This design comes from an exercise in tuning for small area and a short achievable clock period on the open sky130 flow, not from production work.
The RTL was checked by simulation tests, not by an equivalence proof against the original design.
Power figures rest on the tool's default switching activity, not on a simulated workload.

Setup of P:
Design circular_deque, start of the top module:
module circular_deque (
    input  logic                          i_clk,
    input  logic                          i_rst_n,
    input  logic                          i_valid,
    output logic                          o_ready,
    input  logic [2:0]                    i_opcode,
    input  logic [cdq_pkg::ELEM_W-1:0]    i_value,
    output logic                          o_valid,
    input  logic                          i_ready,
    output logic [1:0]                    o_status,
    output logic [cdq_pkg::ELEM_W-1:0]    o_read_value,
    output logic [cdq_pkg::CNT_W-1:0]     o_count,
    output logic                          o_is_empty,
    output logic                          o_is_full
);
Size in the first run: ~570 flip-flops, roughly 81 I/O pins, about 21000 um^2 of cells after synthesis.
==> module circular_deque, before the edit <==
module circular_deque (
    input  logic                          i_clk,
    input  logic                          i_rst_n,
    input  logic                          i_valid,
    output logic                          o_ready,
    input  logic [2:0]                    i_opcode,
    input  logic [cdq_pkg::ELEM_W-1:0]    i_value,
    output logic                          o_valid,
    input  logic                          i_ready,
    output logic [1:0]                    o_status,
    output logic [cdq_pkg::ELEM_W-1:0]    o_read_value,
    output logic [cdq_pkg::CNT_W-1:0]     o_count,
    output logic                          o_is_empty,
    output logic                          o_is_full
);
    localparam int N = cdq_pkg::NCELL;
    localparam int W = cdq_pkg::ELEM_W;
    cdq_pkg::t_elem            mem [N];
    logic [N-1:0]              r_head;    
    logic [N-1:0]              r_tail;    
    logic [N-1:0]              head_m1, head_p1, tail_m1, tail_p1;
    logic [N-1:0]              n_head, n_tail;
    logic [N-1:0]              r_wr_en;   
    logic [cdq_pkg::CNT_W-1:0] r_count;
    logic [cdq_pkg::CNT_W-1:0] n_count;
    logic                      n_empty, n_full;
    logic                      r_empty, r_full;
    logic                      r_valid;
    logic                      r_idle;     
    logic [1:0]                r_status;
    logic [1:0]                n_status;
    logic [cdq_pkg::CNT_W-1:0] r_out_count;
    logic                      r_out_empty, r_out_full;
    cdq_pkg::t_elem            r_rd;
    cdq_pkg::t_elem            n_rd;
    logic [N-1:0]              rd_sel;
    logic                      in_acc;
    logic                      push_b, push_f, pop_f, pop_b, rd_any, clr;
    assign o_ready = r_idle | i_ready;
    assign in_acc  = i_valid & o_ready;
    assign head_m1 = {r_head[0], r_head[N-1:1]};
    assign head_p1 = {r_head[N-2:0], r_head[N-1]};
    assign tail_m1 = {r_tail[0], r_tail[N-1:1]};
    assign tail_p1 = {r_tail[N-2:0], r_tail[N-1]};
    always_comb begin
        push_b   = 1'b0;
        push_f   = 1'b0;
        pop_f    = 1'b0;
        pop_b    = 1'b0;
        rd_any   = 1'b0;
        clr      = 1'b0;
        n_status = cdq_pkg::ST_DONE;
        case (i_opcode)
            cdq_pkg::OP_PUSH_BACK:  if (r_full) n_status = cdq_pkg::ST_FULL; else push_b = 1'b1;
            cdq_pkg::OP_PUSH_FRONT: if (r_full) n_status = cdq_pkg::ST_FULL; else push_f = 1'b1;
            cdq_pkg::OP_POP_FRONT:  if (r_empty) n_status = cdq_pkg::ST_EMPTY; else begin pop_f = 1'b1; rd_any = 1'b1; end
            cdq_pkg::OP_POP_BACK:   if (r_empty) n_status = cdq_pkg::ST_EMPTY; else begin pop_b = 1'b1; rd_any = 1'b1; end
            cdq_pkg::OP_PEEK_FRONT: if (r_empty) n_status = cdq_pkg::ST_EMPTY; else rd_any = 1'b1;
            cdq_pkg::OP_PEEK_BACK:  if (r_empty) n_status = cdq_pkg::ST_EMPTY; else rd_any = 1'b1;
            cdq_pkg::OP_CLEAR:      clr = 1'b1;
            default: ;
        endcase
    end
    always_comb begin
        n_count = r_count;
        if (clr) n_count = '0;
        else if (push_b | push_f) n_count = r_count + 1'b1;
        else if (pop_f | pop_b) n_count = r_count - 1'b1;
    end
    assign n_empty = (n_count == '0);
    assign n_full  = (n_count == cdq_pkg::CNT_MAX);
    assign rd_sel = i_opcode[0] ? tail_m1 : r_head;
    cdq_pkg::t_elem rd_acc [N+1];
    assign rd_acc[0] = '0;
    for (genvar g = 0; g < N; g++) begin : g_rd
        assign rd_acc[g+1] = rd_acc[g] | (mem[g] & {W{rd_sel[g]}});
    end
    assign n_rd = rd_acc[N] & {W{rd_any}};
    always_comb begin
        n_head = r_head;
        n_tail = r_tail;
        if (in_acc) begin
            if (push_f) n_head = head_m1;
            else if (pop_f) n_head = head_p1;
            if (clr) n_tail = r_head;
            else if (push_b) n_tail = tail_p1;
            else if (pop_b) n_tail = tail_m1;
        end
    end
    for (genvar g = 0; g < N; g++) begin : g_slot
        always_ff @(posedge i_clk) begin
            if (r_wr_en[g]) mem[g] <= i_value;
        end
    end
    always_ff @(posedge i_clk) begin
        if (!i_rst_n) begin
            r_head  <= {{(N-1){1'b0}}, 1'b1};
            r_tail  <= {{(N-1){1'b0}}, 1'b1};
            r_wr_en <= {1'b1, {(N-2){1'b0}}, 1'b1};
            r_count <= '0;
            r_empty <= 1'b1;
            r_full  <= 1'b0;
            r_valid <= 1'b0;
            r_idle  <= 1'b1;
            r_status    <= cdq_pkg::ST_DONE;
            r_rd        <= '0;
            r_out_count <= '0;
            r_out_empty <= 1'b1;
            r_out_full  <= 1'b0;
        end else begin
            r_head  <= n_head;
            r_tail  <= n_tail;
            if (in_acc ? n_full : r_full) r_wr_en <= '0;
            else r_wr_en <= {n_head[0], n_head[N-1:1]} | n_tail;
            if (in_acc) begin
                r_count <= n_count;
                r_empty <= n_empty;
                r_full  <= n_full;
                r_valid <= 1'b1;
                r_idle  <= 1'b0;
            end else if (i_ready) begin
                r_valid <= 1'b0;
                r_idle  <= 1'b1;
            end
            if (o_ready) begin
                r_status    <= n_status;
                r_rd        <= n_rd;
                r_out_count <= n_count;
                r_out_empty <= n_empty;
                r_out_full  <= n_full;
            end
        end
    end
    assign o_valid      = r_valid;
    assign o_status     = r_status;
    assign o_read_value = r_rd;
    assign o_count      = r_out_count;
    assign o_is_empty   = r_out_empty;
    assign o_is_full    = r_out_full;
endmodule
clock: 3.2 ns
lec_check: 0
cap_margin: 20
core_margin: 2
core_utilization: 40
cts_cluster_diameter: 100
cts_cluster_size: 25
setup_slack_margin: 1.3
slew_margin: 20
standard.sh (not shown) runs the stock make flow with config.mk's settings and CLKGATE_MAP_FILE= SYNTH_SCRIPT=/design/flow/synth_recipe.tcl, a recipe that flattens the netlist after the stock synthesis.
==> flow/flow/run.sh <==
#!/bin/bash
# Standard layout, except that the port buffers are plain buffers
# (buf_2) instead of the delay buffer buffer_ports picks by default.
set -o pipefail
export BUFFER_PORTS_ARGS="-buffer_cell sky130_fd_sc_hd__buf_2"
bash standard.sh > standard.log 2>&1
Modified inputs, Q compared to P
--- a/flow/design.v
+++ b/flow/design.v
@@ -38,6 +38,4 @@
     logic [N-1:0]              r_tail;    
     logic [N-1:0]              head_m1, head_p1, tail_m1, tail_p1;
-    logic [N-1:0]              n_head, n_tail;
-    logic [N-1:0]              r_wr_en;   
     logic [cdq_pkg::CNT_W-1:0] r_count;
     logic [cdq_pkg::CNT_W-1:0] n_count;
@@ -95,18 +93,7 @@
     end
     assign n_rd = rd_acc[N] & {W{rd_any}};
-    always_comb begin
-        n_head = r_head;
-        n_tail = r_tail;
-        if (in_acc) begin
-            if (push_f) n_head = head_m1;
-            else if (pop_f) n_head = head_p1;
-            if (clr) n_tail = r_head;
-            else if (push_b) n_tail = tail_p1;
-            else if (pop_b) n_tail = tail_m1;
-        end
-    end
     for (genvar g = 0; g < N; g++) begin : g_slot
         always_ff @(posedge i_clk) begin
-            if (r_wr_en[g]) mem[g] <= i_value;
+            if (!r_full && (head_m1[g] || r_tail[g])) mem[g] <= i_value;
         end
     end
@@ -115,5 +102,4 @@
             r_head  <= {{(N-1){1'b0}}, 1'b1};
             r_tail  <= {{(N-1){1'b0}}, 1'b1};
-            r_wr_en <= {1'b1, {(N-2){1'b0}}, 1'b1};
             r_count <= '0;
             r_empty <= 1'b1;
@@ -127,8 +113,4 @@
             r_out_full  <= 1'b0;
         end else begin
-            r_head  <= n_head;
-            r_tail  <= n_tail;
-            if (in_acc ? n_full : r_full) r_wr_en <= '0;
-            else r_wr_en <= {n_head[0], n_head[N-1:1]} | n_tail;
             if (in_acc) begin
                 r_count <= n_count;
@@ -137,4 +119,9 @@
                 r_valid <= 1'b1;
                 r_idle  <= 1'b0;
+                if (push_f) r_head <= head_m1;
+                else if (pop_f) r_head <= head_p1;
+                if (clr) r_tail <= r_head;
+                else if (push_b) r_tail <= tail_p1;
+                else if (pop_b) r_tail <= tail_m1;
             end else if (i_ready) begin
                 r_valid <= 1'b0;
--- outcome ---
- Q: full flow OK, the timing, DRC and antenna checks passed
- On Q: final cell area excluding filler cells is about 5% lower than what P gave.
- Delta (Q minus P): via density per instance went down about 4.5%, total clock sinks went down 15.
- [Q] initial standard-cell utilization of the core rose 0.21 points relative to P
- [compare] base=P new=Q: worst-margin pin slew went down; synthesized flop and latch total went down; post-synthesis to final-layout area growth went down; power went down.

## re-timing with driven ports
In the flow no input, the clock included, has a driving cell. The finished layouts below were timed again as built, in two steps. Step 1 (the two cells are an assumption about what drives the block):
set clk [get_ports {i_clk}]
set_driving_cell -lib_cell sky130_fd_sc_hd__clkbuf_16 $clk
set_driving_cell -lib_cell sky130_fd_sc_hd__buf_2 [delete_from_list [all_inputs] $clk]
Step 2, shift: input delay + t, output delay - t, t = (earliest + latest rising clock arrival at the registers) / 2. This alone moves slack from input paths to output paths. a / b / c = ideal / step 1 / step 2; a / b = the first two.
run	shift t [ns]	setup slack, ns	worst setup path at the end	worst data-port slew with drivers (ns)
P	0.663	1.212 / 1.200 / 0.537	input to register	0.18
Q	0.659	1.272 / 1.272 / 0.685	input to register	0.12
After both steps every run listed still meets setup and hold. The setup slack of P, which loses most, moves by -0.012 ns with the drivers and by -0.675 ns with both steps.
